Background: an optimization exercise with open tools, aiming at small area, a short achievable clock period and few clock cycles per item. Do not read the settings as production practice.
At most, simulation tests tie the RTL to the original design; equivalence was not proved.
Power figures rest on the tool's default switching activity, not on a simulated workload.

## conv_engine_top
module conv_engine_top (
    input  logic                            clk,
    input  logic                            reset,
    input  logic                            loading,
    input  logic [conv_pkg::LAYER_W-1:0]    num_layers,
    input  logic                            w_wr_en,
    input  logic [conv_pkg::CHAN_W-1:0]     w_chan,
    input  logic [conv_pkg::MAP_W-1:0]      w_map,
    input  logic [conv_pkg::WEIGHT_W-1:0]   w_data,
    input  logic                            in_valid,
    output logic                            in_ready,
    input  logic [conv_pkg::ACT_W-1:0]      in_act,
    input  logic [conv_pkg::CHAN_W-1:0]     in_chan,
    input  logic                            in_last,
    output logic                            out_valid,
    input  logic                            out_ready,
    output logic [conv_pkg::ACC_W-1:0]      out_data,
    output logic [conv_pkg::MAP_W-1:0]      out_map,
    output logic [conv_pkg::LAYER_W-1:0]    out_layer,
    output logic                            need_weights,
    output logic                            run_done,
    output logic [conv_pkg::COUNT_W-1:0]    skipped_count
);
    logic                                                      layer_start;
    logic                                                      drain_start;
    logic                                                      drain_done;
    logic                                                      count_clear;
    logic                                                      clear_acc;
    logic                                                      last_layer;
    logic [conv_pkg::NUM_IN_CHANS-1:0]                         rd_chan_oh;
    logic [conv_pkg::NUM_OUT_MAPS-1:0][conv_pkg::WEIGHT_W-1:0] rd_weights;
    logic [conv_pkg::NUM_OUT_MAPS-1:0][15:0]                   fetch_sel;
    logic [conv_pkg::ACT_W-1:0]                                fetch_act;
    logic [conv_pkg::ACT_W:0]                                  fetch_nact;
    logic                                                      fetch_last;
  ...
For scale: roughly 4100 cells after synthesis, roughly 980 flip-flops, about 100 I/O pins.
Settings: LEC_CHECK=0, ABC_AREA=0, CAP_MARGIN=20, CORE_MARGIN=2, CORE_UTILIZATION=40, CTS_BUF_LIST=sky130_fd_sc_hd__clkbuf_4 sky130_fd_sc_hd__clkbuf_8, CTS_CLUSTER_SIZE=30, GPL_TIMING_DRIVEN=0, SLEW_MARGIN=20, TNS_END_PERCENT=0; clock period 10.0 ns.
standard.sh (not shown) runs the stock make flow with config.mk's settings and CLKGATE_MAP_FILE= SYNTH_SCRIPT=/design/flow/synth_recipe.tcl, a recipe that flattens the netlist after the stock synthesis.
==> flow/flow/run.sh <==
#!/bin/bash
set -euo pipefail
bash standard.sh SETUP_SLACK_MARGIN=7 "BUFFER_PORTS_ARGS=-buffer_cell sky130_fd_sc_hd__buf_2" finish > standard_flow.log 2>&1
The baseline finished with timing, DRC and antenna clean.
Testbench counts at the start, summed over its fixed seeds: cycles 11,078, items 6,015.
Edit:
- CTS_BUF_LIST: sky130_fd_sc_hd__clkbuf_4 sky130_fd_sc_hd__clkbuf_8 -> sky130_fd_sc_hd__clkbuf_4 sky130_fd_sc_hd__clkbuf_8 sky130_fd_sc_hd__clkbuf_16
- CTS_CLUSTER_DIAMETER: default -> 140
- CTS_CLUSTER_SIZE: 30 -> 20
- GPL_TIMING_DRIVEN: 0 -> default
=>
- The changed run finished clean
- clock power came out lower by 34%
- critical path depth came out lower by 7
- cell area came out lower by 5.8%
- via count came out lower by 12%
- sequential power came out higher by 5.0%
- wire length came out lower by about 30%
- sequential share of layout area came out higher by 2.8 points
- count of clock-buffer cells in the layout came out lower by 146
- utilization came out lower by 2.7 points
- clock skew came out higher by 0.050 ns
- combinational power came out lower by 22%
Edit:
- CORE_UTILIZATION: 40 -> 55
- CTS_BUF_LIST: sky130_fd_sc_hd__clkbuf_4 sky130_fd_sc_hd__clkbuf_8 sky130_fd_sc_hd__clkbuf_16 -> sky130_fd_sc_hd__clkbuf_4 sky130_fd_sc_hd__clkbuf_8
- CTS_CLUSTER_DIAMETER: 140 -> default
- CTS_CLUSTER_SIZE: 20 -> 30
Result: The new run went through all stages and came out clean; final cell count falls by 5.0%; via count went up by 4.2%; setup slack got worse by 0.14 ns; sequential power climbs by about 2%; design area rises by 0.88%; wire length rises by 5.1%; flip-flop and latch count is unchanged.

---

Setup of run E:
conv_engine_top again, from the RTL that the note above started with.
Settings: LEC_CHECK=0, ABC_AREA=0, CAP_MARGIN=20, CORE_MARGIN=2, CORE_UTILIZATION=40, CTS_BUF_LIST=sky130_fd_sc_hd__clkbuf_4 sky130_fd_sc_hd__clkbuf_8 sky130_fd_sc_hd__clkbuf_16, CTS_CLUSTER_DIAMETER=120, CTS_CLUSTER_SIZE=25, SLEW_MARGIN=20, TNS_END_PERCENT=0; clock period 10.0 ns.
Scripts as last shown in full above: flow/flow/run.sh
Testbench counts of run E, summed over its fixed seeds: cycles 11,078, items 6,015.
Modified inputs, run P compared to run E
- CTS_BUF_LIST now sky130_fd_sc_hd__clkbuf_4 sky130_fd_sc_hd__clkbuf_8, was sky130_fd_sc_hd__clkbuf_4 sky130_fd_sc_hd__clkbuf_8 sky130_fd_sc_hd__clkbuf_16
- CTS_CLUSTER_DIAMETER no longer set, was 120
- CTS_CLUSTER_SIZE now 30, was 25
==> flow/flow/run.sh <==
#!/bin/bash
set -euo pipefail
bash standard.sh SETUP_SLACK_MARGIN=7.5 "BUFFER_PORTS_ARGS=-buffer_cell sky130_fd_sc_hd__buf_2" finish > standard_flow.log 2>&1
==> comparison <==
- From run E to run P the numbers moved as follows: combinational power decreased by about 4% relative to the old numbers, fmax decreased by 9.7 MHz relative to the old numbers, count of placed standard cells in the final layout, fillers left out increased by 196 relative to the old numbers, total negative slack closely matched the old numbers.

---

build 55:
Another version of the RTL of conv_engine_top (not shown whole).
Size: ~4400 cells after synthesis, roughly 970 flip-flops, roughly 100 I/O pins, about 50000 sq um of cells after synthesis.
## conv_engine_top
module conv_engine_top (
    input  logic                            clk,
    input  logic                            reset,
    input  logic                            loading,
    input  logic [conv_pkg::LAYER_W-1:0]    num_layers,
    input  logic                            w_wr_en,
    input  logic [conv_pkg::CHAN_W-1:0]     w_chan,
    input  logic [conv_pkg::MAP_W-1:0]      w_map,
    input  logic [conv_pkg::WEIGHT_W-1:0]   w_data,
    input  logic                            in_valid,
    output logic                            in_ready,
    input  logic [conv_pkg::ACT_W-1:0]      in_act,
    input  logic [conv_pkg::CHAN_W-1:0]     in_chan,
    input  logic                            in_last,
    output logic                            out_valid,
    input  logic                            out_ready,
    output logic [conv_pkg::ACC_W-1:0]      out_data,
    output logic [conv_pkg::MAP_W-1:0]      out_map,
    output logic [conv_pkg::LAYER_W-1:0]    out_layer,
    output logic                            need_weights,
    output logic                            run_done,
    output logic [conv_pkg::COUNT_W-1:0]    skipped_count
);
    logic                                                      layer_start;
    logic                                                      drain_start;
    logic                                                      drain_done;
    logic                                                      count_clear;
  ...
clock: 10.0 ns
lec_check: 0
abc_area: 0
cap_margin: 20
core_margin: 2
core_utilization: 40
slew_margin: 20
tns_end_percent: 0
==> flow/flow/run.sh <==
#!/bin/bash
set -euo pipefail
bash standard.sh SETUP_SLACK_MARGIN=6.5 finish > standard_flow.log 2>&1
Build 55 ended with every stage complete and zero timing, DRC or antenna violations.
Testbench counts of build 55, summed over its fixed seeds: cycles 11,078, items 6,015.
Here is what was changed in the inputs of build 91 compared with build 55.
==> flow/flow/run.sh <==
#!/bin/bash
set -euo pipefail
bash standard.sh SETUP_SLACK_MARGIN=7 finish > standard_flow.log 2>&1
Notes after the runs:
Build 91 vs. build 55: total power divided by cell area went down 1.2 nW/um^2, fraction of area in clock buffers and inverters held, total non-filler cell area in the finished layout went up 810 sq um.
For build 58, these inputs were changed with respect to build 91:
Settings: changing ABC_AREA from 0 to 1; removing TNS_END_PERCENT (formerly 0).
==> flow/flow/run.sh <==
#!/bin/bash
set -euo pipefail
bash standard.sh SETUP_SLACK_MARGIN=6.5 finish > standard_flow.log 2>&1
- Diff build 91 -> build 58: post-route setup TNS did not really move, non-filler instance count after layout went up, wire length went up.
- Build 58 — fraction of power consumed by combinational cells 4.0 points higher, build 91 as reference
## Diff of input files: build 70 against build 58
Settings: swapping 1 for 0 in ABC_AREA.
### Flow results
Taking build 58 as the reference, in build 70 minimum clock period now sits lower; maximum clock rate now sits higher; critical path depth now sits lower; critical path required time now sits at about the same level; slew at the pin closest to its max-slew limit now sits lower.
Looking at ratio of routed vias to standard cells, build 70 sits above build 58.
Build 58 ended up with more cell instances than build 70 did.
Delta (build 70 minus build 58): number of buffers inserted by post-CTS setup repair shows a reduction of 11, count of nets after finishing went down, synthesized area moved down.

---

conv_engine_top with an RTL version that a note above also has.
Size: roughly 100 I/O pins, ~48000 um^2 of cells after synthesis.
==> flow/config.mk <==
export PLATFORM = sky130hd
export DESIGN_NAME = conv_engine_top
export DESIGN_NICKNAME = conv_engine_top
export VERILOG_FILES = /design/flow/design.v
export SDC_FILE = /design/flow/constraint.sdc
export NUM_CORES = 4
export LEC_CHECK = 0
export ABC_AREA = 0
export CAP_MARGIN = 0
export CORE_MARGIN = 2
export CORE_UTILIZATION = 40
export CTS_BUF_LIST = sky130_fd_sc_hd__clkbuf_4 sky130_fd_sc_hd__clkbuf_8
export CTS_CLUSTER_SIZE = 30
export SLEW_MARGIN = 0
export TNS_END_PERCENT = 0
==> flow/constraint.sdc <==
create_clock -name core_clock -period 10.0 [get_ports {clk}]
set_input_delay 2.0000 -clock core_clock [delete_from_list [all_inputs] [get_ports {clk}]]
set_output_delay 2.0000 -clock core_clock [all_outputs]
set_load 0.01 [all_outputs]
==> flow/flow/run.sh <==
#!/bin/bash
set -euo pipefail
bash standard.sh SETUP_SLACK_MARGIN=7 "BUFFER_PORTS_ARGS=-buffer_cell sky130_fd_sc_hd__buf_2" finish > standard_flow.log 2>&1
Testbench counts at the start, summed over its fixed seeds: cycles 11,078, items 6,015.
==> next run, changes <==
Settings changed: CAP_MARGIN 0 to 20, CTS_BUF_LIST sky130_fd_sc_hd__clkbuf_4 sky130_fd_sc_hd__clkbuf_8 to default, CTS_CLUSTER_SIZE 30 to default, SLEW_MARGIN 0 to 20, TNS_END_PERCENT 0 to default.
Result: Power rises by 2.3%. Cell area went up by 3.9%. Maximum frequency is higher by 2.8%. Count of clock-buffer cells in the layout went down by 90. Register-to-register slack improved by 0.12 ns. Combinational power climbs by about 4%. Synthesized area is unchanged. Worst hold slack is better by 0.0045 ns. Routed wire length is higher by 2.6%. Sequential power came out higher by about 2%. Worst setup slack is better by 0.094 ns.
==> next run, changes <==
Settings changed: CTS_BUF_LIST from default to sky130_fd_sc_hd__clkbuf_4 sky130_fd_sc_hd__clkbuf_8 sky130_fd_sc_hd__clkbuf_16, CTS_CLUSTER_DIAMETER from default to 120, CTS_CLUSTER_SIZE from default to 20, TNS_END_PERCENT from default to 0.
What happened: Cell count drops by 2.9%; global-route usage drops by 0.88 points; via count drops by 2.6%; critical path depth does not change; power drops by 13%; non-clock buffer count drops by 65; setup slack gains 0.038 ns; sequential share of layout area climbs by 2.5 points.
==> next run, changes <==
Settings changed: CTS_CLUSTER_DIAMETER 120 to 140, CTS_CLUSTER_SIZE 20 to 25.
Effect: Setup slack gains 0.012 ns; cell area came out lower by 0.81%; non-clock buffer count came out lower by 4; via count barely changes; worst hold slack barely changes; routed wire length came out lower by 0.50%; synthesized cell count is unchanged.
==> next run, changes <==
Settings changed: CTS_BUF_LIST sky130_fd_sc_hd__clkbuf_4 sky130_fd_sc_hd__clkbuf_8 sky130_fd_sc_hd__clkbuf_16 to default, CTS_CLUSTER_DIAMETER 140 to default, CTS_CLUSTER_SIZE 25 to default.
Outcome:
- area after synthesis does not change
- maximum frequency decreases by 0.73%
- design area increases by about 4%
- combinational power hardly moves

---

R:
conv_engine_top again, from the RTL that the note above started with.
==> flow/config.mk <==
export PLATFORM = sky130hd
export DESIGN_NAME = conv_engine_top
export DESIGN_NICKNAME = conv_engine_top
export VERILOG_FILES = /design/flow/design.v
export SDC_FILE = /design/flow/constraint.sdc
export NUM_CORES = 4
export LEC_CHECK = 0
export ABC_AREA = 0
export CAP_MARGIN = 20
export CORE_MARGIN = 2
export CORE_UTILIZATION = 40
export CTS_BUF_LIST = sky130_fd_sc_hd__clkbuf_8 sky130_fd_sc_hd__clkbuf_16
export CTS_CLUSTER_SIZE = 30
export SLEW_MARGIN = 20
export TNS_END_PERCENT = 0
==> flow/constraint.sdc <==
create_clock -name core_clock -period 10.0 [get_ports {clk}]
set_input_delay 2.0000 -clock core_clock [delete_from_list [all_inputs] [get_ports {clk}]]
set_output_delay 2.0000 -clock core_clock [all_outputs]
set_load 0.01 [all_outputs]
Scripts as last shown in full above: flow/flow/run.sh
Testbench counts of R, summed over its fixed seeds: cycles 11,078, items 6,015.
What P does differently from R at the input level:
# R
export LEC_CHECK = 0
export ABC_AREA = 0
export CAP_MARGIN = 20
export CORE_MARGIN = 2
export CORE_UTILIZATION = 40
export CTS_BUF_LIST = sky130_fd_sc_hd__clkbuf_8 sky130_fd_sc_hd__clkbuf_16
export CTS_CLUSTER_SIZE = 30
export SLEW_MARGIN = 20
export TNS_END_PERCENT = 0
create_clock -name core_clock -period 10.0 [get_ports {clk}]
# P
export LEC_CHECK = 0
export ABC_AREA = 0
export CAP_MARGIN = 20
export CORE_MARGIN = 2
export CORE_UTILIZATION = 40
export CTS_BUF_LIST = sky130_fd_sc_hd__clkbuf_4 sky130_fd_sc_hd__clkbuf_8
export CTS_CLUSTER_SIZE = 30
export SLEW_MARGIN = 20
export TNS_END_PERCENT = 0
create_clock -name core_clock -period 10.0 [get_ports {clk}]
Results
Routing usage on met2 ended up 0.20 points lower on P than on R.
Compare R and P | multi-input gate share of total cell area higher: R
Setup slack in P is smaller than in R.
Of R and P, the lower met1 track utilization from global routing belongs to P.
From R to P the numbers moved as follows: finished layout cell area decreased by about 1.5% relative to the old numbers; share of power burned in registers climbed 1.4 points.
Going from R to P, total of clock buffers placed in the layout now sits higher; global-route wire length before repair now sits at about the same level; share of layout cells above drive strength 1 now sits higher; count of plain and timing-repair buffers in the layout now sits lower.

---

conv_engine_top, a different RTL version from the one above (not shown whole).
For scale: ~990 flip-flops, ~48,000 um2 of cells after synthesis.
// conv_engine_top
module conv_engine_top (
    input  logic                            clk,
    input  logic                            reset,
    input  logic                            loading,
    input  logic [conv_pkg::LAYER_W-1:0]    num_layers,
    input  logic                            w_wr_en,
    input  logic [conv_pkg::CHAN_W-1:0]     w_chan,
    input  logic [conv_pkg::MAP_W-1:0]      w_map,
    input  logic [conv_pkg::WEIGHT_W-1:0]   w_data,
    input  logic                            in_valid,
    output logic                            in_ready,
    input  logic [conv_pkg::ACT_W-1:0]      in_act,
    input  logic [conv_pkg::CHAN_W-1:0]     in_chan,
    input  logic                            in_last,
    output logic                            out_valid,
    input  logic                            out_ready,
    output logic [conv_pkg::ACC_W-1:0]      out_data,
    output logic [conv_pkg::MAP_W-1:0]      out_map,
    output logic [conv_pkg::LAYER_W-1:0]    out_layer,
    output logic                            need_weights,
    output logic                            run_done,
    output logic [conv_pkg::COUNT_W-1:0]    skipped_count
);
export LEC_CHECK = 0
export ABC_AREA = 0
export CAP_MARGIN = 20
export CORE_MARGIN = 2
export CORE_UTILIZATION = 40
export CTS_BUF_LIST = sky130_fd_sc_hd__clkbuf_4 sky130_fd_sc_hd__clkbuf_8
export CTS_CLUSTER_SIZE = 30
export SLEW_MARGIN = 20
export TNS_END_PERCENT = 0
create_clock -name core_clock -period 10.0 [get_ports {clk}]
Scripts as last shown in full above: flow/flow/run.sh
Rerun with:
--- a/flow/config.mk
+++ b/flow/config.mk
@@ -12,2 +12,3 @@
-export CTS_BUF_LIST = sky130_fd_sc_hd__clkbuf_4 sky130_fd_sc_hd__clkbuf_8
-export CTS_CLUSTER_SIZE = 30
+export CTS_BUF_LIST = sky130_fd_sc_hd__clkbuf_4 sky130_fd_sc_hd__clkbuf_8 sky130_fd_sc_hd__clkbuf_16
+export CTS_CLUSTER_DIAMETER = 140
+export CTS_CLUSTER_SIZE = 25
Result:
- routed wire length drops by about 1.1%
- first-iteration DRC count grows by about 3.6%
- hold slack improves by 0.0072 ns
- non-clock buffer count climbs by 11
- final cell count shrinks by 3.7%
- clock power came out lower by 40%
- cell area fell by 3.5%
Rerun with:
--- a/flow/config.mk
+++ b/flow/config.mk
@@ -12,3 +11,0 @@
-export CTS_BUF_LIST = sky130_fd_sc_hd__clkbuf_4 sky130_fd_sc_hd__clkbuf_8 sky130_fd_sc_hd__clkbuf_16
-export CTS_CLUSTER_DIAMETER = 140
-export CTS_CLUSTER_SIZE = 25
After rerunning:
- The new run passed the timing, design-rule and antenna checks
- flip-flop and latch count stays the same
- die area stays the same
- sequential power barely changes
- final area went up by 4.7%
- total power went up by 18%
- synthesized cell count does not change
- global-route usage went up by 0.32 points
No functional check of the RTL was part of any run of this note.

## re-timing with driven ports
No port has a modelled driver above. Below, the same layouts with a new extraction and two added sets of constraints.
Step 1 assumes that a clkbuf_16 drives the clock port and a buf_2 every other input.
Step 2 times the ports against the registers' clock, not the clock port: input delays grow and output delays shrink by t, the midpoint of the rising clock arrivals with the driver on.
a / b / c = ideal / step 1 / step 2; a / b = the first two.
run | shift t [ns] | setup WS [ns] | worst setup path after step 2
the first run of note 1 | 1.012 | 6.259 / 6.259 / 6.253 | input to register
the second run of note 1 | 0.752 | 6.656 / 6.579 / 6.364 | input to register
the third run of note 1 | 0.931 | 6.519 / 6.453 / 6.094 | input to register
run E | 0.764 | 6.647 / 6.570 / 6.346 | input to register
run P | 0.916 | 6.534 / 6.461 / 6.323 | input to register
build 55 | 0.795 | 6.251 / 6.217 / 5.575 | input to register
build 91 | 0.802 | 6.583 / 6.583 / 6.077 | input to register
build 58 | 0.820 | 6.482 / 6.481 / 6.035 | input to register
build 70 | 0.804 | 6.553 / 6.482 / 6.001 | input to register
the first run of note 4 | 0.942 | 6.522 / 6.451 / 6.326 | input to register
the second run of note 4 | 0.793 | 6.615 / 6.543 / 6.402 | input to register
the third run of note 4 | 0.757 | 6.653 / 6.576 / 6.363 | input to register
the fourth run of note 4 | 0.755 | 6.665 / 6.593 / 6.350 | input to register
the fifth run of note 4 | 0.790 | 6.641 / 6.574 / 6.307 | input to register
R | 0.789 | 6.657 / 6.581 / 6.309 | input to register
P | 0.916 | 6.534 / 6.461 / 6.323 | input to register
the first run of note 6 | 0.948 | 6.539 / 6.466 / 6.258 | input to register
the second run of note 6 | 0.748 | 6.718 / 6.660 / 6.250 | input to register
the third run of note 6 | 0.770 | 6.616 / 6.616 / 6.195 | input to register
After both steps setup and hold are still met in every run listed. The setup slack of build 55, which loses most, moves by -0.034 ns with the drivers and by -0.676 ns with both steps.
